Background: an optimization exercise with open tools, aiming at small area. Do not read the settings as production practice. Function was checked by simulation only, so behaviour that the tests miss may differ from the original. Power figures rest on the tool's default switching activity, not on a simulated workload.

File: flow/flow/run.sh
#!/bin/bash
# standard layout; ports buffered with the smallest buffer, clock tree without dummy loads
export BUFFER_PORTS_ARGS="-buffer_cell sky130_fd_sc_hd__buf_1"
export CTS_ARGS="-sink_clustering_enable -repair_clock_nets -dont_use_dummy_load -sink_clustering_size 28 -sink_clustering_max_diameter 100"
bash standard.sh > standard.log 2>&1
File: flow/standard.sh
#!/bin/bash
# synth_recipe.tcl (not shown) runs the flow's synth.tcl, then flattens the netlist and writes it again
# the make line also repeats each setting of config.mk as NAME=value (left out here)
make -C /OpenROAD-flow-scripts/flow DESIGN_CONFIG=/design/flow/config.mk WORK_HOME=/design/flow/orfs CLKGATE_MAP_FILE= SYNTH_SCRIPT=/design/flow/synth_recipe.tcl "${@:-finish}"
File: flow/config.mk
export PLATFORM = sky130hd
export DESIGN_NAME = conv5x5_top
export DESIGN_NICKNAME = conv5x5_top
export VERILOG_FILES = /design/flow/design.v
export SDC_FILE = /design/flow/constraint.sdc
export NUM_CORES = 4
export LEC_CHECK = 0
export CAP_MARGIN = 20
export CORE_MARGIN = 2
export CORE_UTILIZATION = 65
export SLEW_MARGIN = 20
export SYNTH_HIERARCHICAL = 1
File: flow/constraint.sdc
create_clock -name core_clock -period 4.0 [get_ports {clk}]
set_input_delay 0.8000 -clock core_clock [delete_from_list [all_inputs] [get_ports {clk}]]
set_output_delay 0.8000 -clock core_clock [all_outputs]
set_load 0.01 [all_outputs]
File: flow/design.v
`default_nettype none
package conv_pkg;
  localparam int pix_w = 8;                     
  localparam int out_delay = 23;                
  typedef logic [pix_w-1:0] pixel_t;            
endpackage
`default_nettype wire
`default_nettype none
module row_skew_line #(
  parameter int depth = 23   
) (
  input  wire logic             clk,
  input  wire conv_pkg::pixel_t pix_in,
  output conv_pkg::pixel_t      pix_out
);
  conv_pkg::pixel_t shreg [depth];
  always_ff @(posedge clk) begin
    shreg[0] <= pix_in;
    for (int i = 1; i < depth; i++) begin
      shreg[i] <= shreg[i-1];
    end
  end
  assign pix_out = shreg[depth-1];
endmodule
`default_nettype wire
`default_nettype none
module mac_tap (
  input  wire logic clk,
  input  wire logic rst,
  output logic      valid
);
  logic [4:0] age;   
  always_ff @(posedge clk) begin
    if (rst) begin
      age <= 5'd7;
    end else if (age != 5'd31) begin
      age <= age + 5'd1;
    end
  end
  assign valid = (age == 5'd31);
endmodule
`default_nettype wire
`default_nettype none
module fa_cell (
  input  wire logic a,
  input  wire logic b,
  input  wire logic ci,
  output logic      s,
  output logic      co
);
  assign s  = a ^ b ^ ci;
  assign co = (a & b) | (a & ci) | (b & ci);
endmodule
module ha_cell (
  input  wire logic a,
  input  wire logic b,
  output logic      s,
  output logic      co
);
  assign s  = a ^ b;
  assign co = a & b;
endmodule
`default_nettype wire
`default_nettype none
module mac_cascade (
  input  wire logic             clk,
  input  wire logic             rst_chain,   
  input  wire conv_pkg::pixel_t row0,
  input  wire conv_pkg::pixel_t row1,
  input  wire conv_pkg::pixel_t row2,
  input  wire conv_pkg::pixel_t row3,
  input  wire conv_pkg::pixel_t row4,
  output conv_pkg::pixel_t      pix_new
);
  wire c100;
  wire c102;
  wire c104;
  wire c106;
  wire c108;
  wire c110;
  wire c112;
  wire c114;
  wire c116;
  wire c118;
  wire c120;
  wire c122;
  wire c124;
  wire c128;
  wire c130;
  wire c132;
  wire c134;
  wire c147;
  wire c149;
  wire c151;
  wire c153;
  wire c155;
  wire c157;
  wire c159;
  wire c161;
  wire c163;
  wire c165;
  wire c167;
  wire c169;
  wire c171;
  wire c173;
  wire c175;
  wire c177;
  wire c179;
  wire c18;
  wire c181;
  wire c183;
  wire c185;
  wire c187;
  wire c189;
  wire c191;
  wire c193;
  wire c195;
  wire c197;
  wire c199;
  wire c20;
  wire c201;
  wire c203;
  wire c205;
  wire c207;
  wire c209;
  wire c211;
  wire c213;
  wire c215;
  wire c217;
  wire c219;
  wire c22;
  wire c221;
  wire c223;
  wire c227;
  wire c229;
  wire c231;
  wire c233;
  wire c235;
  wire c237;
  wire c239;
  wire c24;
  wire c243;
  wire c245;
  wire c247;
  wire c249;
  wire c251;
  wire c253;
  wire c255;
  wire c257;
  wire c259;
  wire c26;
  wire c261;
  wire c263;
  wire c265;
  wire c267;
  wire c269;
  wire c271;
  wire c273;
  wire c275;
  wire c277;
  wire c279;
  wire c28;
  wire c281;
  wire c285;
  wire c287;
  wire c289;
  wire c291;
  wire c293;
  wire c295;
  wire c297;
  wire c299;
  wire c30;
  wire c301;
  wire c302;
  wire c304;
  wire c305;
  wire c307;
  wire c308;
  wire c310;
  wire c311;
  wire c313;
  wire c314;
  wire c316;
  wire c317;
  wire c319;
  wire c32;
  wire c320;
  wire c322;
  wire c326;
  wire c328;
  wire c330;
  wire c332;
  wire c334;
  wire c336;
  wire c338;
  wire c34;
  wire c340;
  wire c342;
  wire c345;
  wire c347;
  wire c349;
  wire c351;
  wire c353;
  wire c355;
  wire c357;
  wire c36;
  wire c38;
  wire c40;
  wire c44;
  wire c46;
  wire c48;
  wire c50;
  wire c52;
  wire c54;
  wire c56;
  wire c58;
  wire c60;
  wire c62;
  wire c64;
  wire c66;
  wire c68;
  wire c70;
  wire c72;
  wire c74;
  wire c78;
  wire c80;
  wire c82;
  wire c84;
  wire c86;
  wire c88;
  wire c90;
  wire c92;
  wire c94;
  wire c96;
  wire c98;
  wire i1;
  wire i10;
  wire i11;
  wire i12;
  wire i13;
  wire i135;
  wire i136;
  wire i137;
  wire i138;
  wire i139;
  wire i14;
  wire i140;
  wire i141;
  wire i142;
  wire i143;
  wire i144;
  wire i145;
  wire i15;
  wire i16;
  wire i2;
  wire i3;
  wire i4;
  wire i5;
  wire i6;
  wire i7;
  wire i8;
  wire i9;
  wire s101;
  wire s103;
  wire s105;
  wire s107;
  wire s109;
  wire s111;
  wire s113;
  wire s115;
  wire s117;
  wire s119;
  wire s121;
  wire s123;
  wire s127;
  wire s129;
  wire s131;
  wire s133;
  wire s146;
  wire s148;
  wire s150;
  wire s152;
  wire s154;
  wire s156;
  wire s158;
  wire s160;
  wire s162;
  wire s164;
  wire s166;
  wire s168;
  wire s17;
  wire s170;
  wire s172;
  wire s174;
  wire s176;
  wire s178;
  wire s180;
  wire s182;
  wire s184;
  wire s186;
  wire s188;
  wire s19;
  wire s190;
  wire s192;
  wire s194;
  wire s196;
  wire s198;
  wire s200;
  wire s202;
  wire s204;
  wire s206;
  wire s208;
  wire s21;
  wire s210;
  wire s212;
  wire s214;
  wire s216;
  wire s218;
  wire s220;
  wire s222;
  wire s226;
  wire s228;
  wire s23;
  wire s230;
  wire s232;
  wire s234;
  wire s236;
  wire s238;
  wire s242;
  wire s244;
  wire s246;
  wire s248;
  wire s25;
  wire s250;
  wire s252;
  wire s254;
  wire s256;
  wire s258;
  wire s260;
  wire s262;
  wire s264;
  wire s266;
  wire s268;
  wire s27;
  wire s270;
  wire s272;
  wire s274;
  wire s276;
  wire s278;
  wire s280;
  wire s284;
  wire s286;
  wire s288;
  wire s29;
  wire s290;
  wire s292;
  wire s294;
  wire s296;
  wire s298;
  wire s300;
  wire s303;
  wire s306;
  wire s309;
  wire s31;
  wire s312;
  wire s315;
  wire s318;
  wire s321;
  wire s325;
  wire s327;
  wire s329;
  wire s33;
  wire s331;
  wire s333;
  wire s335;
  wire s337;
  wire s339;
  wire s341;
  wire s343;
  wire s344;
  wire s346;
  wire s348;
  wire s35;
  wire s350;
  wire s352;
  wire s354;
  wire s356;
  wire s358;
  wire s359;
  wire s37;
  wire s39;
  wire s43;
  wire s45;
  wire s47;
  wire s49;
  wire s51;
  wire s53;
  wire s55;
  wire s57;
  wire s59;
  wire s61;
  wire s63;
  wire s65;
  wire s67;
  wire s69;
  wire s71;
  wire s73;
  wire s77;
  wire s79;
  wire s81;
  wire s83;
  wire s85;
  wire s87;
  wire s89;
  wire s91;
  wire s93;
  wire s95;
  wire s97;
  wire s99;
  logic ia_0_0;
  logic ia_1_0;
  logic ia_2_0;
  logic ia_3_0;
  logic ia_4_0;
  logic ia_5_0;
  logic ia_6_0;
  logic ia_6_1;
  logic ia_7_0;
  logic ia_8_0;
  logic ia_9_0;
  logic ip_0_0;
  logic ip_1_0;
  logic ip_2_0;
  logic ip_3_0;
  logic ip_4_0;
  logic ip_5_0;
  logic ip_6_0;
  logic ip_6_1;
  logic ip_7_0;
  logic ip_8_0;
  logic ip_9_0;
  logic ix_0_0;
  logic ix_1_0;
  logic ix_2_0;
  logic ix_3_0;
  logic ix_4_0;
  logic ix_5_0;
  logic ix_6_0;
  logic ix_7_0;
  logic z1_0_0;
  logic z1_1_0;
  logic z1_2_0;
  logic z1_3_0;
  logic z1_4_0;
  logic z1_5_0;
  logic z1_6_0;
  logic z1_6_1;
  logic z1_7_0;
  logic z1_8_0;
  logic z1_9_0;
  logic z2_0_0;
  logic z2_1_0;
  logic z2_2_0;
  logic z2_3_0;
  logic z2_4_0;
  logic z2_5_0;
  logic z2_6_0;
  logic z2_7_0;
  logic z2_8_0;
  logic z2_9_0;
  logic z2_10_0;
  logic z2_10_1;
  logic z2_11_0;
  logic z2_12_0;
  logic z2_13_0;
  logic z3_0_0;
  logic z3_1_0;
  logic z3_2_0;
  logic z3_3_0;
  logic z3_4_0;
  logic z3_5_0;
  logic z3_6_0;
  logic z3_7_0;
  logic z3_8_0;
  logic z3_9_0;
  logic z3_10_0;
  logic z3_11_0;
  logic z3_11_1;
  logic z3_12_0;
  logic z3_13_0;
  logic z3_14_0;
  logic z3_14_1;
  logic z3_15_0;
  logic z4_0_0;
  logic z4_1_0;
  logic z4_2_0;
  logic z4_3_0;
  logic z4_4_0;
  logic z4_5_0;
  logic z4_6_0;
  logic z4_7_0;
  logic z4_8_0;
  logic z4_9_0;
  logic z4_10_0;
  logic z4_10_1;
  logic z4_11_0;
  logic z4_12_0;
  logic z4_13_0;
  logic z4_14_0;
  logic z4_15_0;
  logic r0_8_0;
  logic r0_8_1;
  logic r0_9_0;
  logic r0_10_0;
  logic r0_11_0;
  logic r0_12_0;
  logic r0_13_0;
  logic r0_14_0;
  logic r0_15_0;
  logic r0_15_1;
  logic r0_15_2;
  logic [7:0] r1;
  assign i1 = ~row0[0];
  assign i2 = ~row4[0];
  assign i3 = ~row0[1];
  assign i4 = ~row4[1];
  assign i5 = ~row0[2];
  assign i6 = ~row4[2];
  assign i7 = ~row0[3];
  assign i8 = ~row4[3];
  assign i9 = ~row0[4];
  assign i10 = ~row4[4];
  assign i11 = ~row0[5];
  assign i12 = ~row4[5];
  assign i13 = ~row0[6];
  assign i14 = ~row4[6];
  assign i15 = ~row0[7];
  assign i16 = ~row4[7];
  ha_cell u_s17 (.a(i1), .b(i2), .s(s17), .co(c18));
  fa_cell u_s19 (.a(row2[0]), .b(i3), .ci(i4), .s(s19), .co(c20));
  ha_cell u_s21 (.a(c18), .b(s19), .s(s21), .co(c22));
  fa_cell u_s23 (.a(row2[1]), .b(i5), .ci(i6), .s(s23), .co(c24));
  fa_cell u_s25 (.a(c20), .b(s23), .ci(c22), .s(s25), .co(c26));
  fa_cell u_s27 (.a(row2[2]), .b(i7), .ci(i8), .s(s27), .co(c28));
  fa_cell u_s29 (.a(c24), .b(s27), .ci(c26), .s(s29), .co(c30));
  fa_cell u_s31 (.a(row2[3]), .b(i9), .ci(i10), .s(s31), .co(c32));
  fa_cell u_s33 (.a(c28), .b(s31), .ci(c30), .s(s33), .co(c34));
  fa_cell u_s35 (.a(row2[4]), .b(i11), .ci(i12), .s(s35), .co(c36));
  fa_cell u_s37 (.a(c32), .b(s35), .ci(c34), .s(s37), .co(c38));
  fa_cell u_s39 (.a(row2[5]), .b(i13), .ci(i14), .s(s39), .co(c40));
  ha_cell u_s43 (.a(c36), .b(s39), .s(s43), .co(c44));
  fa_cell u_s45 (.a(row2[6]), .b(i15), .ci(i16), .s(s45), .co(c46));
  fa_cell u_s47 (.a(c40), .b(s45), .ci(c44), .s(s47), .co(c48));
  fa_cell u_s49 (.a(row2[7]), .b(c46), .ci(c48), .s(s49), .co(c50));
  ha_cell u_s51 (.a(row1[0]), .b(row3[0]), .s(s51), .co(c52));
  fa_cell u_s53 (.a(row2[0]), .b(row1[1]), .ci(row3[1]), .s(s53), .co(c54));
  ha_cell u_s55 (.a(c52), .b(s53), .s(s55), .co(c56));
  fa_cell u_s57 (.a(row2[1]), .b(row1[2]), .ci(row3[2]), .s(s57), .co(c58));
  fa_cell u_s59 (.a(c54), .b(s57), .ci(c56), .s(s59), .co(c60));
  fa_cell u_s61 (.a(row2[2]), .b(row1[3]), .ci(row3[3]), .s(s61), .co(c62));
  fa_cell u_s63 (.a(c58), .b(s61), .ci(c60), .s(s63), .co(c64));
  fa_cell u_s65 (.a(row2[3]), .b(row1[4]), .ci(row3[4]), .s(s65), .co(c66));
  fa_cell u_s67 (.a(c62), .b(s65), .ci(c64), .s(s67), .co(c68));
  fa_cell u_s69 (.a(row2[4]), .b(row1[5]), .ci(row3[5]), .s(s69), .co(c70));
  fa_cell u_s71 (.a(c66), .b(s69), .ci(c68), .s(s71), .co(c72));
  fa_cell u_s73 (.a(row2[5]), .b(row1[6]), .ci(row3[6]), .s(s73), .co(c74));
  ha_cell u_s77 (.a(c70), .b(s73), .s(s77), .co(c78));
  fa_cell u_s79 (.a(row2[6]), .b(row1[7]), .ci(row3[7]), .s(s79), .co(c80));
  fa_cell u_s81 (.a(c74), .b(s79), .ci(c78), .s(s81), .co(c82));
  fa_cell u_s83 (.a(row2[7]), .b(c80), .ci(c82), .s(s83), .co(c84));
  ha_cell u_s85 (.a(z1_2_0), .b(ip_0_0), .s(s85), .co(c86));
  fa_cell u_s87 (.a(z1_3_0), .b(ip_0_0), .ci(ip_1_0), .s(s87), .co(c88));
  ha_cell u_s89 (.a(c86), .b(s87), .s(s89), .co(c90));
  fa_cell u_s91 (.a(z1_4_0), .b(ip_1_0), .ci(ip_2_0), .s(s91), .co(c92));
  fa_cell u_s93 (.a(c88), .b(s91), .ci(c90), .s(s93), .co(c94));
  fa_cell u_s95 (.a(z1_5_0), .b(ip_2_0), .ci(ip_3_0), .s(s95), .co(c96));
  fa_cell u_s97 (.a(c92), .b(s95), .ci(c94), .s(s97), .co(c98));
  fa_cell u_s99 (.a(z1_6_0), .b(z1_6_1), .ci(ip_3_0), .s(s99), .co(c100));
  fa_cell u_s101 (.a(ip_4_0), .b(c96), .ci(s99), .s(s101), .co(c102));
  ha_cell u_s103 (.a(s101), .b(c98), .s(s103), .co(c104));
  fa_cell u_s105 (.a(z1_7_0), .b(ip_4_0), .ci(ip_5_0), .s(s105), .co(c106));
  fa_cell u_s107 (.a(c100), .b(s105), .ci(c102), .s(s107), .co(c108));
  ha_cell u_s109 (.a(s107), .b(c104), .s(s109), .co(c110));
  fa_cell u_s111 (.a(z1_8_0), .b(ip_5_0), .ci(ip_6_0), .s(s111), .co(c112));
  fa_cell u_s113 (.a(ip_6_1), .b(c106), .ci(s111), .s(s113), .co(c114));
  fa_cell u_s115 (.a(s113), .b(c108), .ci(c110), .s(s115), .co(c116));
  fa_cell u_s117 (.a(z1_9_0), .b(ip_6_0), .ci(ip_6_1), .s(s117), .co(c118));
  fa_cell u_s119 (.a(ip_7_0), .b(c112), .ci(s117), .s(s119), .co(c120));
  fa_cell u_s121 (.a(c114), .b(s119), .ci(c116), .s(s121), .co(c122));
  fa_cell u_s123 (.a(ip_7_0), .b(ip_8_0), .ci(c118), .s(s123), .co(c124));
  ha_cell u_s127 (.a(s123), .b(c120), .s(s127), .co(c128));
  fa_cell u_s129 (.a(ip_8_0), .b(ip_9_0), .ci(c124), .s(s129), .co(c130));
  ha_cell u_s131 (.a(c128), .b(s129), .s(s131), .co(c132));
  fa_cell u_s133 (.a(ip_9_0), .b(c130), .ci(c132), .s(s133), .co(c134));
  assign i135 = ~ia_0_0;
  assign i136 = ~ia_1_0;
  assign i137 = ~ia_2_0;
  assign i138 = ~ia_3_0;
  assign i139 = ~ia_4_0;
  assign i140 = ~ia_5_0;
  assign i141 = ~ia_6_0;
  assign i142 = ~ia_6_1;
  assign i143 = ~ia_7_0;
  assign i144 = ~ia_8_0;
  assign i145 = ~ia_9_0;
  ha_cell u_s146 (.a(z2_1_0), .b(i135), .s(s146), .co(c147));
  fa_cell u_s148 (.a(z2_2_0), .b(i136), .ci(c147), .s(s148), .co(c149));
  fa_cell u_s150 (.a(z2_3_0), .b(ip_0_0), .ci(i137), .s(s150), .co(c151));
  ha_cell u_s152 (.a(s150), .b(c149), .s(s152), .co(c153));
  fa_cell u_s154 (.a(z2_4_0), .b(ip_0_0), .ci(ip_1_0), .s(s154), .co(c155));
  fa_cell u_s156 (.a(i138), .b(c151), .ci(s154), .s(s156), .co(c157));
  ha_cell u_s158 (.a(c153), .b(s156), .s(s158), .co(c159));
  fa_cell u_s160 (.a(z2_5_0), .b(ip_1_0), .ci(ip_2_0), .s(s160), .co(c161));
  fa_cell u_s162 (.a(i139), .b(c155), .ci(s160), .s(s162), .co(c163));
  fa_cell u_s164 (.a(c157), .b(s162), .ci(c159), .s(s164), .co(c165));
  fa_cell u_s166 (.a(z2_6_0), .b(ip_2_0), .ci(ip_3_0), .s(s166), .co(c167));
  fa_cell u_s168 (.a(ix_0_0), .b(i140), .ci(c161), .s(s168), .co(c169));
  fa_cell u_s170 (.a(s166), .b(s168), .ci(c163), .s(s170), .co(c171));
  ha_cell u_s172 (.a(s170), .b(c165), .s(s172), .co(c173));
  fa_cell u_s174 (.a(z2_7_0), .b(ip_3_0), .ci(ip_4_0), .s(s174), .co(c175));
  fa_cell u_s176 (.a(ix_1_0), .b(i141), .ci(i142), .s(s176), .co(c177));
  fa_cell u_s178 (.a(c167), .b(s174), .ci(s176), .s(s178), .co(c179));
  fa_cell u_s180 (.a(c169), .b(s178), .ci(c171), .s(s180), .co(c181));
  ha_cell u_s182 (.a(s180), .b(c173), .s(s182), .co(c183));
  fa_cell u_s184 (.a(z2_8_0), .b(ip_4_0), .ci(ip_5_0), .s(s184), .co(c185));
  fa_cell u_s186 (.a(ix_2_0), .b(i143), .ci(c175), .s(s186), .co(c187));
  fa_cell u_s188 (.a(c177), .b(s184), .ci(s186), .s(s188), .co(c189));
  fa_cell u_s190 (.a(c179), .b(s188), .ci(c181), .s(s190), .co(c191));
  ha_cell u_s192 (.a(c183), .b(s190), .s(s192), .co(c193));
  fa_cell u_s194 (.a(z2_9_0), .b(ip_5_0), .ci(ip_6_0), .s(s194), .co(c195));
  fa_cell u_s196 (.a(ip_6_1), .b(ix_3_0), .ci(i144), .s(s196), .co(c197));
  fa_cell u_s198 (.a(c185), .b(s194), .ci(s196), .s(s198), .co(c199));
  fa_cell u_s200 (.a(c187), .b(s198), .ci(c189), .s(s200), .co(c201));
  fa_cell u_s202 (.a(s200), .b(c191), .ci(c193), .s(s202), .co(c203));
  fa_cell u_s204 (.a(z2_10_0), .b(z2_10_1), .ci(ip_6_0), .s(s204), .co(c205));
  fa_cell u_s206 (.a(ip_6_1), .b(ip_7_0), .ci(ix_4_0), .s(s206), .co(c207));
  fa_cell u_s208 (.a(i145), .b(c195), .ci(c197), .s(s208), .co(c209));
  fa_cell u_s210 (.a(s206), .b(s204), .ci(s208), .s(s210), .co(c211));
  fa_cell u_s212 (.a(c199), .b(s210), .ci(c201), .s(s212), .co(c213));
  ha_cell u_s214 (.a(s212), .b(c203), .s(s214), .co(c215));
  fa_cell u_s216 (.a(z2_11_0), .b(ip_7_0), .ci(ip_8_0), .s(s216), .co(c217));
  fa_cell u_s218 (.a(ix_5_0), .b(c205), .ci(c207), .s(s218), .co(c219));
  fa_cell u_s220 (.a(s216), .b(c209), .ci(s218), .s(s220), .co(c221));
  fa_cell u_s222 (.a(c211), .b(s220), .ci(c213), .s(s222), .co(c223));
  fa_cell u_s226 (.a(z2_12_0), .b(ip_8_0), .ci(ip_9_0), .s(s226), .co(c227));
  fa_cell u_s228 (.a(ix_6_0), .b(c217), .ci(s226), .s(s228), .co(c229));
  fa_cell u_s230 (.a(c219), .b(s228), .ci(c221), .s(s230), .co(c231));
  ha_cell u_s232 (.a(s230), .b(c223), .s(s232), .co(c233));
  fa_cell u_s234 (.a(z2_13_0), .b(ip_9_0), .ci(ix_7_0), .s(s234), .co(c235));
  fa_cell u_s236 (.a(c227), .b(s234), .ci(c229), .s(s236), .co(c237));
  fa_cell u_s238 (.a(s236), .b(c231), .ci(c233), .s(s238), .co(c239));
  ha_cell u_s242 (.a(c235), .b(c237), .s(s242), .co(c243));
  ha_cell u_s244 (.a(z3_2_0), .b(ip_0_0), .s(s244), .co(c245));
  fa_cell u_s246 (.a(z3_3_0), .b(ip_0_0), .ci(ip_1_0), .s(s246), .co(c247));
  ha_cell u_s248 (.a(c245), .b(s246), .s(s248), .co(c249));
  fa_cell u_s250 (.a(z3_4_0), .b(ip_1_0), .ci(ip_2_0), .s(s250), .co(c251));
  fa_cell u_s252 (.a(c247), .b(s250), .ci(c249), .s(s252), .co(c253));
  fa_cell u_s254 (.a(z3_5_0), .b(ip_2_0), .ci(ip_3_0), .s(s254), .co(c255));
  fa_cell u_s256 (.a(c251), .b(s254), .ci(c253), .s(s256), .co(c257));
  fa_cell u_s258 (.a(z3_6_0), .b(ip_3_0), .ci(ip_4_0), .s(s258), .co(c259));
  fa_cell u_s260 (.a(c255), .b(s258), .ci(c257), .s(s260), .co(c261));
  fa_cell u_s262 (.a(z3_7_0), .b(ip_4_0), .ci(ip_5_0), .s(s262), .co(c263));
  fa_cell u_s264 (.a(c259), .b(s262), .ci(c261), .s(s264), .co(c265));
  fa_cell u_s266 (.a(z3_8_0), .b(ip_5_0), .ci(ip_6_0), .s(s266), .co(c267));
  fa_cell u_s268 (.a(ip_6_1), .b(c263), .ci(s266), .s(s268), .co(c269));
  ha_cell u_s270 (.a(s268), .b(c265), .s(s270), .co(c271));
  fa_cell u_s272 (.a(z3_9_0), .b(ip_6_0), .ci(ip_6_1), .s(s272), .co(c273));
  fa_cell u_s274 (.a(ip_7_0), .b(c267), .ci(s272), .s(s274), .co(c275));
  fa_cell u_s276 (.a(c269), .b(s274), .ci(c271), .s(s276), .co(c277));
  fa_cell u_s278 (.a(z3_10_0), .b(ip_7_0), .ci(ip_8_0), .s(s278), .co(c279));
  fa_cell u_s280 (.a(c273), .b(s278), .ci(c275), .s(s280), .co(c281));
  fa_cell u_s284 (.a(z3_11_0), .b(z3_11_1), .ci(ip_8_0), .s(s284), .co(c285));
  fa_cell u_s286 (.a(ip_9_0), .b(c279), .ci(s284), .s(s286), .co(c287));
  ha_cell u_s288 (.a(s286), .b(c281), .s(s288), .co(c289));
  fa_cell u_s290 (.a(z3_12_0), .b(ip_9_0), .ci(c285), .s(s290), .co(c291));
  fa_cell u_s292 (.a(s290), .b(c287), .ci(c289), .s(s292), .co(c293));
  fa_cell u_s294 (.a(z3_13_0), .b(c291), .ci(c293), .s(s294), .co(c295));
  fa_cell u_s296 (.a(z3_14_0), .b(z3_14_1), .ci(c295), .s(s296), .co(c297));
  assign s298 = z3_15_0 ^ c297;
  assign c299 = z4_0_0 & ia_0_0;
  fa_cell u_s300 (.a(1'b1), .b(z4_1_0), .ci(ia_1_0), .s(s300), .co(c301));
  assign c302 = c299 & s300;
  fa_cell u_s303 (.a(z4_2_0), .b(ia_2_0), .ci(c301), .s(s303), .co(c304));
  assign c305 = c302 & s303;
  fa_cell u_s306 (.a(z4_3_0), .b(ia_3_0), .ci(c304), .s(s306), .co(c307));
  assign c308 = c305 & s306;
  fa_cell u_s309 (.a(z4_4_0), .b(ia_4_0), .ci(c307), .s(s309), .co(c310));
  assign c311 = c308 & s309;
  fa_cell u_s312 (.a(z4_5_0), .b(ia_5_0), .ci(c310), .s(s312), .co(c313));
  assign c314 = c311 & s312;
  fa_cell u_s315 (.a(z4_6_0), .b(ia_6_0), .ci(ia_6_1), .s(s315), .co(c316));
  assign c317 = (s315 & c313) | (s315 & c314) | (c313 & c314);
  fa_cell u_s318 (.a(1'b1), .b(z4_7_0), .ci(ia_7_0), .s(s318), .co(c319));
  assign c320 = (c316 & s318) | (c316 & c317) | (s318 & c317);
  fa_cell u_s321 (.a(1'b1), .b(z4_8_0), .ci(ia_8_0), .s(s321), .co(c322));
  ha_cell u_s325 (.a(c319), .b(s321), .s(s325), .co(c326));
  fa_cell u_s327 (.a(1'b1), .b(z4_9_0), .ci(ia_9_0), .s(s327), .co(c328));
  fa_cell u_s329 (.a(c322), .b(s327), .ci(c326), .s(s329), .co(c330));
  fa_cell u_s331 (.a(1'b1), .b(z4_10_0), .ci(z4_10_1), .s(s331), .co(c332));
  fa_cell u_s333 (.a(c328), .b(s331), .ci(c330), .s(s333), .co(c334));
  fa_cell u_s335 (.a(z4_11_0), .b(c332), .ci(c334), .s(s335), .co(c336));
  fa_cell u_s337 (.a(1'b1), .b(z4_12_0), .ci(c336), .s(s337), .co(c338));
  fa_cell u_s339 (.a(1'b1), .b(z4_13_0), .ci(c338), .s(s339), .co(c340));
  fa_cell u_s341 (.a(1'b1), .b(z4_14_0), .ci(c340), .s(s341), .co(c342));
  assign s343 = 1'b1 ^ z4_15_0 ^ c342;
  ha_cell u_s344 (.a(r0_8_0), .b(r0_8_1), .s(s344), .co(c345));
  ha_cell u_s346 (.a(r0_9_0), .b(c345), .s(s346), .co(c347));
  ha_cell u_s348 (.a(r0_10_0), .b(c347), .s(s348), .co(c349));
  ha_cell u_s350 (.a(r0_11_0), .b(c349), .s(s350), .co(c351));
  ha_cell u_s352 (.a(r0_12_0), .b(c351), .s(s352), .co(c353));
  ha_cell u_s354 (.a(r0_13_0), .b(c353), .s(s354), .co(c355));
  ha_cell u_s356 (.a(r0_14_0), .b(c355), .s(s356), .co(c357));
  assign s358 = r0_15_0 ^ r0_15_1 ^ r0_15_2;
  assign s359 = s358 ^ c357;
  always_ff @(posedge clk) begin
    ia_0_0 <= s17;
    ia_1_0 <= s21;
    ia_2_0 <= s25;
    ia_3_0 <= s29;
    ia_4_0 <= s33;
    ia_5_0 <= s37;
    ia_6_0 <= s43;
    ia_6_1 <= c38;
    ia_7_0 <= s47;
    ia_8_0 <= s49;
    ia_9_0 <= c50;
    ip_0_0 <= s51;
    ip_1_0 <= s55;
    ip_2_0 <= s59;
    ip_3_0 <= s63;
    ip_4_0 <= s67;
    ip_5_0 <= s71;
    ip_6_0 <= s77;
    ip_6_1 <= c72;
    ip_7_0 <= s81;
    ip_8_0 <= s83;
    ip_9_0 <= c84;
    ix_0_0 <= row2[0];
    ix_1_0 <= row2[1];
    ix_2_0 <= row2[2];
    ix_3_0 <= row2[3];
    ix_4_0 <= row2[4];
    ix_5_0 <= row2[5];
    ix_6_0 <= row2[6];
    ix_7_0 <= row2[7];
    r0_8_0 <= s325;
    r0_8_1 <= c320;
    r0_9_0 <= s329;
    r0_10_0 <= s333;
    r0_11_0 <= s335;
    r0_12_0 <= s337;
    r0_13_0 <= s339;
    r0_14_0 <= s341;
    r0_15_0 <= 1'b1;
    r0_15_1 <= z4_15_0;
    r0_15_2 <= c342;
    r1[0] <= s344;
    r1[1] <= s346;
    r1[2] <= s348;
    r1[3] <= s350;
    r1[4] <= s352;
    r1[5] <= s354;
    r1[6] <= s356;
    r1[7] <= s359;
  end
  always_ff @(posedge clk) begin
    if (rst_chain) begin
      z1_0_0 <= 1'b0;
      z1_1_0 <= 1'b1;
      z1_2_0 <= 1'b1;
      z1_3_0 <= 1'b1;
      z1_4_0 <= 1'b1;
      z1_5_0 <= 1'b1;
      z1_6_0 <= 1'b1;
      z1_6_1 <= 1'b0;
      z1_7_0 <= 1'b1;
      z1_8_0 <= 1'b1;
      z1_9_0 <= 1'b0;
      z2_0_0 <= 1'b0;
      z2_1_0 <= 1'b1;
      z2_2_0 <= 1'b1;
      z2_3_0 <= 1'b1;
      z2_4_0 <= 1'b1;
      z2_5_0 <= 1'b1;
      z2_6_0 <= 1'b1;
      z2_7_0 <= 1'b1;
      z2_8_0 <= 1'b1;
      z2_9_0 <= 1'b0;
      z2_10_0 <= 1'b0;
      z2_10_1 <= 1'b0;
      z2_11_0 <= 1'b0;
      z2_12_0 <= 1'b0;
      z2_13_0 <= 1'b0;
      z3_0_0 <= 1'b0;
      z3_1_0 <= 1'b0;
      z3_2_0 <= 1'b0;
      z3_3_0 <= 1'b0;
      z3_4_0 <= 1'b0;
      z3_5_0 <= 1'b0;
      z3_6_0 <= 1'b0;
      z3_7_0 <= 1'b1;
      z3_8_0 <= 1'b0;
      z3_9_0 <= 1'b1;
      z3_10_0 <= 1'b1;
      z3_11_0 <= 1'b0;
      z3_11_1 <= 1'b0;
      z3_12_0 <= 1'b0;
      z3_13_0 <= 1'b0;
      z3_14_0 <= 1'b0;
      z3_14_1 <= 1'b0;
      z3_15_0 <= 1'b0;
      z4_0_0 <= 1'b0;
      z4_1_0 <= 1'b0;
      z4_2_0 <= 1'b0;
      z4_3_0 <= 1'b0;
      z4_4_0 <= 1'b0;
      z4_5_0 <= 1'b0;
      z4_6_0 <= 1'b0;
      z4_7_0 <= 1'b1;
      z4_8_0 <= 1'b0;
      z4_9_0 <= 1'b1;
      z4_10_0 <= 1'b1;
      z4_10_1 <= 1'b0;
      z4_11_0 <= 1'b0;
      z4_12_0 <= 1'b0;
      z4_13_0 <= 1'b0;
      z4_14_0 <= 1'b0;
      z4_15_0 <= 1'b0;
    end else begin
      z1_0_0 <= ia_0_0;
      z1_1_0 <= ia_1_0;
      z1_2_0 <= ia_2_0;
      z1_3_0 <= ia_3_0;
      z1_4_0 <= ia_4_0;
      z1_5_0 <= ia_5_0;
      z1_6_0 <= ia_6_0;
      z1_6_1 <= ia_6_1;
      z1_7_0 <= ia_7_0;
      z1_8_0 <= ia_8_0;
      z1_9_0 <= ia_9_0;
      z2_0_0 <= z1_0_0;
      z2_1_0 <= z1_1_0;
      z2_2_0 <= s85;
      z2_3_0 <= s89;
      z2_4_0 <= s93;
      z2_5_0 <= s97;
      z2_6_0 <= s103;
      z2_7_0 <= s109;
      z2_8_0 <= s115;
      z2_9_0 <= s121;
      z2_10_0 <= s127;
      z2_10_1 <= c122;
      z2_11_0 <= s131;
      z2_12_0 <= s133;
      z2_13_0 <= c134;
      z3_0_0 <= z2_0_0;
      z3_1_0 <= s146;
      z3_2_0 <= s148;
      z3_3_0 <= s152;
      z3_4_0 <= s158;
      z3_5_0 <= s164;
      z3_6_0 <= s172;
      z3_7_0 <= s182;
      z3_8_0 <= s192;
      z3_9_0 <= s202;
      z3_10_0 <= s214;
      z3_11_0 <= s222;
      z3_11_1 <= c215;
      z3_12_0 <= s232;
      z3_13_0 <= s238;
      z3_14_0 <= s242;
      z3_14_1 <= c239;
      z3_15_0 <= c243;
      z4_0_0 <= z3_0_0;
      z4_1_0 <= z3_1_0;
      z4_2_0 <= s244;
      z4_3_0 <= s248;
      z4_4_0 <= s252;
      z4_5_0 <= s256;
      z4_6_0 <= s260;
      z4_7_0 <= s264;
      z4_8_0 <= s270;
      z4_9_0 <= s276;
      z4_10_0 <= s280;
      z4_10_1 <= c277;
      z4_11_0 <= s288;
      z4_12_0 <= s292;
      z4_13_0 <= s294;
      z4_14_0 <= s296;
      z4_15_0 <= s298;
    end
  end
  assign pix_new = r1;
endmodule
`default_nettype wire
`default_nettype none
module conv5x5_top (
  input  wire logic             clk,
  input  wire logic             rst,
  input  wire conv_pkg::pixel_t row0,      
  input  wire conv_pkg::pixel_t row1,
  input  wire conv_pkg::pixel_t row2,
  input  wire conv_pkg::pixel_t row3,
  input  wire conv_pkg::pixel_t row4,      
  output conv_pkg::pixel_t      pix_out    
);
  conv_pkg::pixel_t pix_new, pix_del;
  logic rst_q;    
  logic valid;
  always_ff @(posedge clk) begin
    rst_q <= rst;
  end
  mac_cascade u_cascade (
    .clk (clk), .rst_chain (rst_q),
    .row0 (row0), .row1 (row1), .row2 (row2), .row3 (row3), .row4 (row4),
    .pix_new (pix_new)
  );
  row_skew_line #(
    .depth (conv_pkg::out_delay - 2)
  ) u_delay (
    .clk     (clk),
    .pix_in  (pix_new),
    .pix_out (pix_del)
  );
  mac_tap u_blank (
    .clk   (clk),
    .rst   (rst),
    .valid (valid)
  );
  assign pix_out = valid ? pix_del : '0;
endmodule
`default_nettype wire
==> flow_summary.yaml, run 1 <==
setup_path:
  biggest_cell_delay_along_the_critical_path_ns: 0.56
  timing.critical_path.arrival_ns: 4.18
  worstRegToRegCells: 9
  critPathKind: "reg -> reg"
  worst-endpoint-required_ns: 4.36
  crit_slowest_cell: "sky130_fd_sc_hd__dfxtp_1"
  crit_top_cell: "sky130_fd_sc_hd__fa_1"
  critPathCaptureType: "flop"
  crit_path_cell_trace: "fa_1 > fa_1 > fa_1 > fa_1 > fa_1 > ha_1 > fa_1 > ha_1 > or2_1"
  critPathLaunchType: "flop"
  crit_fanout: 6
global_routing:
  final_global_route_overflow_total: 0
  globalRouteMet1Util: 0.218
  grt_pass1_vias: 4027
  wire_length_of_the_first_global_routing_pass_um: 18800
  antenna_found_initial: 0
  grt_busiest_layer: "met2"
  groute.usage.overall: 0.158
  met3_usage: 0.0212
  pin_count_of_the_biggest_net_entering_global_routing: 62
  grt_use_met2: 0.270
min_path:
  hold_path_class: "reg -> reg"
  hold-path-cell-count: 0
layout:
  top_regs: "u_delay.shreg: 168 flops, u_cascade.r1: 8 flops, u_blank.age: 5 flops"
  max_flop_register: "u_delay.shreg"
  ratio_of_cells_with_drive_above_1_in_the_final_layout: 0.0316
  area_delta_synth_final_pct: 8.08
  instances_no_fill: 813
  stdcell_area_um2: 10000
  max_ffs_per_register: 168
  filler_cell_count: 948
  antennaDiodeCount: 0
  fin_nets: 833
timing:
  final_hold_slack_ns: 0.260
  post-route-min-period_ns: 3.82
  layout_worst_path_cycle_share: 0.954
  clock_skew_ns: 0.0583
  worst-slew-pin-transition_ns: 1.03
  final_max_slew_viol_count: 0
  report.final.setup_viol: 0
  number_of_hold_violations_in_the_final_report: 0
  final.setup.tns_ns: 0
  grt_setup_unrepaired: "no"
  fmax_ghz: 0.262
  relative_slew_margins: 0.315
run:
  maxCapViolations: 0
pwr:
  irDropWorstVdd_mv: 0.726
  power_density_nw_per_um2: 912
  total_leakage_power_nw: 4.23
  power_mw: 9.14
synth:
  post_synth.cell_area_avg_um2: 16.4
  synth_async_sr_flop_share: 0
  netlist_instances: 565
  synth_seq_area_share: 0.611
  syn-cell-area_um2: 9280
  synth.ff_latch_count: 283
  ys_dominant_reg_cell: "sky130_fd_sc_hd__dfxtp_1"
  synth-warning-count: 11
  synth.lib_cells_used.distinct: 23
  synth_edf_count: 0
drt:
  drtPass1Iterations: 4
  routed_wl_um: 10800
  drt_drc_violations_left: 0
  via_count: 3830
  dr.first_iter.drc_count: 115
  wl_per_cell_um: 13.3
  ant_nets: 0
  route.detailed.vias_per_inst: 4.71
place:
  place_area_um2: 9680
  dp.cells: 799
  detailed_place_hpwl_um: 8150
  port_bufs: 49
  place.gp.congestion: 0.740
clock_tree:
  clk-insertion-delay-late_ns: 0.46
  hold_fix_buffers_at_cts: 0
  cts_made_buffers: 14
  clk_pin_slew_ns: 0.10
  post_cts_buffers: 0
  tritoncts: "done"
  cts.htree.levels: 1
  ctsRootBufferMaster: "sky130_fd_sc_hd__clkbuf_16"
  tritoncts_num_sinks: 283
  cts-resized-gates: 0
  cts.path.max_buffers: 3
floorplanning:
  floorplan.die.width_um: 123
  core_region_area_um2: 13900
  floorplan.rows: 43
  chipHeight_um: 123
  starting_density: 0.666
  design.die.area_um2: 15200
  boundaryPins: 50
run_status:
  result_of_the_run: "timing/DRC/antenna clean"
[modules after synthesis (local to each module, per instance), excerpt]
module,flip-flops and latches,cells inside
mac_cascade,109,214
ha_cell,0,1
fa_cell,0,1
mac_tap,5,21
conv5x5_top,1,9
[cell type report]
cell class,instances,area (µm²),share of cell area
multi-input combinational,256,3470,0.346
sequential,283,5670,0.565
inverter,27,101,0.0101
timing repair buffer,53,214,0.0213
tap,180,225,0.0225
clock buffer,14,350,0.0349
[path summary, 6_finish.rpt]
check	start	end	slack, ns
worst max-delay path	u_cascade.ip_1_0$_DFF_P_	u_cascade.z3_10_0$_SDFF_PP1_	0.18
worst min-delay path	u_delay.shreg[3][5]$_DFF_P_	u_delay.shreg[4][5]$_DFF_P_	0.26
worst max register to register	u_cascade.ip_1_0$_DFF_P_	u_cascade.z3_10_0$_SDFF_PP1_	0.18
worst min register to register	u_delay.shreg[3][5]$_DFF_P_	u_delay.shreg[4][5]$_DFF_P_	0.26
[cell families (layout without fill, tap and decap cells)]
kind of cell	count (synthesis)	count (layout)	share of synthesized area
flops	283	283	0.611
fa+ha+maj	156	156	0.308
simple gates	83	83	0.0545
buf+inv	33	94	0.0182
xor+xnor	6	6	0.00567
compound gates	2	2	0.00189
other cells	1	8	0.000404
mux	1	1	0.00108
[stage by stage]
step,setup slack [ns],util
finish,0.184,0.719
floorplan,0.346,-
detailed placement,0.126,0.694
global route,0.0253,0.719
global placement,0.226,0.694
CTS,0.133,0.719
[cell usage after synthesis, types with 2 or more instances]
master,n,area share
sky130_fd_sc_hd__inv_1,27,0.011
sky130_fd_sc_hd__and3_1,2,0.0013
sky130_fd_sc_hd__dfxtp_1,283,0.61
sky130_fd_sc_hd__and2_1,8,0.0054
sky130_fd_sc_hd__nand2b_1,2,0.0013
sky130_fd_sc_hd__ha_1,36,0.049
sky130_fd_sc_hd__xnor2_1,3,0.0028
sky130_fd_sc_hd__nor2b_1,36,0.024
sky130_fd_sc_hd__or2_1,22,0.015
sky130_fd_sc_hd__nor2_1,6,0.0024
sky130_fd_sc_hd__nand3_1,2,0.0011
sky130_fd_sc_hd__buf_6,6,0.0073
sky130_fd_sc_hd__fa_1,120,0.26
sky130_fd_sc_hd__xor2_1,3,0.0028
[power breakdown]
group | switching [mW] | total, mW | internal (mW)
sequential | 0.445 | 4.56 | 4.12
clock | 0.762 | 1.39 | 0.629
combinational | 1.47 | 3.19 | 1.72
total | 2.67 | 9.14 | 6.47
[metal layers]
layer / part of all wire / routed length [µm]
met1: 0.44 / 4780
met2: 0.52 / 5630
met3: 0.021 / 226
met4: 0.020 / 212
met5: 0 / 0
[cell usage in the layout (no fill, tap or decap)]
master                      netlist  layout
sky130_fd_sc_hd__dfxtp_1        283     282
sky130_fd_sc_hd__fa_1           120     120
sky130_fd_sc_hd__buf_1            0      49
sky130_fd_sc_hd__nor2b_1         36      36
sky130_fd_sc_hd__ha_1            36      36
sky130_fd_sc_hd__inv_1           27      27
sky130_fd_sc_hd__or2_1           22      22
sky130_fd_sc_hd__clkbuf_16        0      14
sky130_fd_sc_hd__and2_1           8       8
sky130_fd_sc_hd__conb_1           1       8
sky130_fd_sc_hd__nor2_1           6       6
sky130_fd_sc_hd__buf_4            0       4
sky130_fd_sc_hd__xnor2_1          3       3
sky130_fd_sc_hd__xor2_1           3       3
sky130_fd_sc_hd__and3_1           2       2
sky130_fd_sc_hd__nand2b_1         2       2
sky130_fd_sc_hd__nand3_1          2       2
sky130_fd_sc_hd__a211o_1          1       1
sky130_fd_sc_hd__mux2i_1          1       1
sky130_fd_sc_hd__nand4b_1         1       1
sky130_fd_sc_hd__nand2_1          1       1
sky130_fd_sc_hd__or2_2            1       1
sky130_fd_sc_hd__and4_1           1       1
sky130_fd_sc_hd__o2111ai_1        1       1
sky130_fd_sc_hd__and2b_1          1       1
sky130_fd_sc_hd__dfxtp_2          0       1
[critical path, delay by kind of cell, from the launching register on]
family	cells	cell delay, ns
simple gates	1	0.20
flops	1	0.56
fa+ha+maj	8	2.96
==> run 2: changes to the inputs <==
--- a/flow/config.mk
+++ b/flow/config.mk
@@ -7,6 +7,6 @@
 export LEC_CHECK = 0
 export CAP_MARGIN = 20
 export CORE_MARGIN = 2
-export CORE_UTILIZATION = 65
+export CORE_UTILIZATION = 40
 export SLEW_MARGIN = 20
 export SYNTH_HIERARCHICAL = 1
==> run 2 against run 1 <==
  * Non-clock buffer count shrank 1
  * First-iteration DRC count shrank 23%
  * Die area grew 60%
  * Largest cell class unchanged
  * Cell area grew 1.3%
  * Via count shrank 0.99%
  * Critical endpoint is now u_cascade.z4_9_0$_SDFF_PP1_
  * Synthesized area is the same
==> flow_summary.yaml, run 2 <==
place:
  detailed_place_hpwl_um: 8290
  place_area_um2: 9800
  dp_worst_setup_slack_ns: 0.156
  port_bufs: 49
  dp.cells: 903
  place.gp.congestion: 0.744
setup_path:
  critPathKind: "reg -> reg"
  critPathCaptureType: "flop"
  timing.critical_path.max_delay_family: "adder cells"
  biggest_cell_delay_along_the_critical_path_ns: 0.54
  worstPathBufferInverterCount: 0
  crit_fanout: 6
  r2r_start: "u_cascade.ip_0_0$_DFF_P_"
  worst-endpoint-required_ns: 4.36
  critPathLaunchType: "flop"
  crit_path_cell_trace: "fa_1 > ha_1 > fa_1 > fa_1 > fa_1 > fa_1 > ha_1 > fa_1 > or2_1"
  worstRegToRegCells: 9
  crit_slowest_cell: "sky130_fd_sc_hd__dfxtp_1"
  timing.rr.end: "u_cascade.z4_9_0$_SDFF_PP1_"
  timing.critical_path.arrival_ns: 4.09
  setup.reg_to_reg.worst_slack_ns: 0.27
  crit_top_cell: "sky130_fd_sc_hd__fa_1"
layout:
  stdcell_area_um2: 10200
  multiInputGateArea_um2: 3470
  filler_cell_count: 2033
  fin_nets: 832
  utilization: 0.447
  area.sequential_um2: 5670
  ratio_of_cells_with_drive_above_1_in_the_final_layout: 0.0316
  instances_no_fill: 917
  max_ffs_per_register: 168
  max_flop_register: "u_delay.shreg"
  top_regs: "u_delay.shreg: 168 flops, u_cascade.r1: 8 flops, u_blank.age: 5 flops"
  layout.cells.most_common: "sky130_fd_sc_hd__dfxtp_1"
  final_cell_mix: "sky130_fd_sc_hd__dfxtp_1 (281), sky130_fd_sc_hd__fa_1 (120), sky130_fd_sc_hd__buf_1 (49)"
  area_delta_synth_final_pct: 9.46
  antennaDiodeCount: 0
pwr:
  power_density_nw_per_um2: 901
  irDropWorstVdd_mv: 0.403
  total_leakage_power_nw: 4.23
  power_mw: 9.15
clock_tree:
  cts-resized-gates: 0
  clk-insertion-delay-late_ns: 0.47
  post_cts_buffers: 0
  ctsRootBufferMaster: "sky130_fd_sc_hd__clkbuf_16"
  cts.htree.levels: 1
  hold_fix_buffers_at_cts: 0
  clk_pin_slew_ns: 0.10
  cts_made_buffers: 14
  tritoncts: "done"
  cts.path.max_buffers: 3
  tritoncts_num_sinks: 283
timing:
  number_of_hold_violations_in_the_final_report: 0
  clock_skew_ns: 0.0647
  worst-slew-pin-transition_ns: 0.622
  final_hold_slack_ns: 0.260
  post-route-min-period_ns: 3.73
  postLayoutSetupSlackWorst_ns: 0.266
  layout_worst_path_cycle_share: 0.933
  grt_setup_unrepaired: "no"
  final_max_slew_viol_count: 0
  report.final.setup_viol: 0
  relative_slew_margins: 0.585
  final.setup.tns_ns: 0
  fmax_ghz: 0.268
synth:
  post_synth.cell_area_avg_um2: 16.4
  syn-cell-area_um2: 9280
  synth-warning-count: 11
  synth_async_sr_flop_share: 0
  netlist_instances: 565
  ys_dominant_reg_cell: "sky130_fd_sc_hd__dfxtp_1"
  yosys-top-cells-area: "sky130_fd_sc_hd__dfxtp_1 (61%), sky130_fd_sc_hd__fa_1 (26%), sky130_fd_sc_hd__ha_1 (4.9%)"
  synth_edf_count: 0
  synth.lib_cells_used.distinct: 23
  post-synth-top-area-fraction: 0.611
  cell_taking_the_most_area_after_synthesis: "sky130_fd_sc_hd__dfxtp_1"
  synth_seq_area_share: 0.611
  synth.ff_latch_count: 283
  synth.cells.most_frequent: "sky130_fd_sc_hd__dfxtp_1 (283), sky130_fd_sc_hd__fa_1 (120), sky130_fd_sc_hd__ha_1 (36), sky130_fd_sc_hd__nor2b_1 (36), sky130_fd_sc_hd__inv_1 (27)"
  yosys.cell_count.top_type: "sky130_fd_sc_hd__dfxtp_1"
floorplanning:
  core_region_area_um2: 22700
  design.die.area_um2: 24400
  floorplan.die.width_um: 156
  floorplan.rows: 55
  chipHeight_um: 156
  boundaryPins: 50
  starting_density: 0.408
drt:
  met3_length_um: 288
  drtPass1Iterations: 4
  route.detailed.vias_per_inst: 4.14
  route.top_layer_used: "met4"
  ant_nets: 0
  routed_wl_um: 10900
  drt_drc_violations_left: 0
  wl_per_cell_um: 11.9
  dr.first_iter.drc_count: 89
  via_count: 3792
  wl_met1_um: 4950
  met2_length_um: 5430
min_path:
  hold_path_class: "reg -> reg"
  hold-path-cell-count: 0
  hold-path-endpoint: "u_delay.shreg[1][6]$_DFF_P_"
  hold_path.startpoint: "u_delay.shreg[0][6]$_DFF_P_"
global_routing:
  pin_count_of_the_biggest_net_entering_global_routing: 62
  antenna_found_initial: 0
  final_global_route_overflow_total: 0
  groute.usage.overall: 0.0973
  grt_pass1_vias: 3953
  wire_length_of_the_first_global_routing_pass_um: 19100
run:
  maxCapViolations: 0
run_status:
  result_of_the_run: "timing/DRC/antenna clean"
run 2: cell counts after synthesis:
No cell type changed its count.
run 2: metal layers:
layer  vias to the layer above  GRT usage
li1                       1843          -
met1                      1890      0.131
met2                        38      0.162
met3                        21     0.0194
met4                         0     0.0258
met5                         -          0
run 2: kinds of logic (layout without fill, tap and decap cells):
| logic type | Yosys count | in the layout | share of synthesized area |
|---|---|---|---|
| xor gates and xnor gates | 6 | 6 | 0.00567 |
| muxes | 1 | 1 | 0.00108 |
| buffers and inverters | 33 | 93 | 0.0182 |
| and+or+nand+nor | 83 | 83 | 0.0545 |
| AOI/OAI and AO/OA | 2 | 2 | 0.00189 |
| DFF | 283 | 283 | 0.611 |
| adders and majority gates | 156 | 156 | 0.308 |
| other | 1 | 8 | 0.000404 |
run 2: area by class of cell:
type                    count  share of cell area
clock buffers              14              0.0345
inverters                  27             0.00998
multi-input cells         256               0.342
flip-flops and latches    283               0.558
well taps                 285              0.0351
repair buffers             52              0.0203
run 2: power by group:
| group | switching, mW | leakage, nW | internal [mW] |
|---|---|---|---|
| registers | 0.433 | 2.38 | 4.12 |
| logic | 1.47 | 1.68 | 1.73 |
| clock network | 0.773 | 0.173 | 0.629 |
run 2: worst max-delay path by stage:
| stage | from | endpoint | slack [ns] | cells past startpoint |
|---|---|---|---|---|
| global placement | u_cascade.ip_1_0$_DFF_P_ | u_cascade.z3_10_0$_SDFF_PP1_ | 0.23 | 9 |
| global route | u_cascade.ip_0_0$_DFF_P_ | u_cascade.z4_9_0$_SDFF_PP1_ | 0.04 | 9 |
| CTS | u_cascade.ip_1_0$_DFF_P_ | u_cascade.z3_10_0$_SDFF_PP1_ | 0.13 | 9 |
| floorplan | u_cascade.ip_2_0$_DFF_P_ | u_cascade.z3_10_0$_SDFF_PP1_ | 0.35 | 9 |
| finish | u_cascade.ip_0_0$_DFF_P_ | u_cascade.z4_9_0$_SDFF_PP1_ | 0.27 | 9 |
| detailed placement | u_cascade.ip_1_0$_DFF_P_ | u_cascade.z3_10_0$_SDFF_PP1_ | 0.16 | 9 |
run 2: Yosys stat by module (local to each module, per instance), a selection:
module       times used  cell area [µm²]  cells  flip-flops and latches
mac_cascade           1             2800    214                     109
conv5x5_top           1             70.1      9                       1
ha_cell              33             12.5      1                       0
fa_cell             120             20.0      1                       0
mac_tap               1              230     21                       5

-- static timing again, ports no longer ideal --
No port has a modelled driver above. Below, the same layouts with a new extraction and two added sets of constraints.
Step 1 assumes that a clkbuf_16 drives the clock port and a buf_2 every other input.
Step 2 times the ports against the registers' clock, not the clock port: input delays grow and output delays shrink by t, the midpoint of the rising clock arrivals with the driver on.
a / b / c = ideal / step 1 / step 2; a / b = the first two.
run	shift t [ns]	setup slack, ns	worst setup path at the end	worst register clock-pin slew, ns
run 1	0.476	0.184 / 0.184 / 0.184	register to register	0.10 / 0.10
run 2	0.482	0.266 / 0.266 / 0.266	register to register	0.11 / 0.11
After both steps every run listed still meets setup and hold.
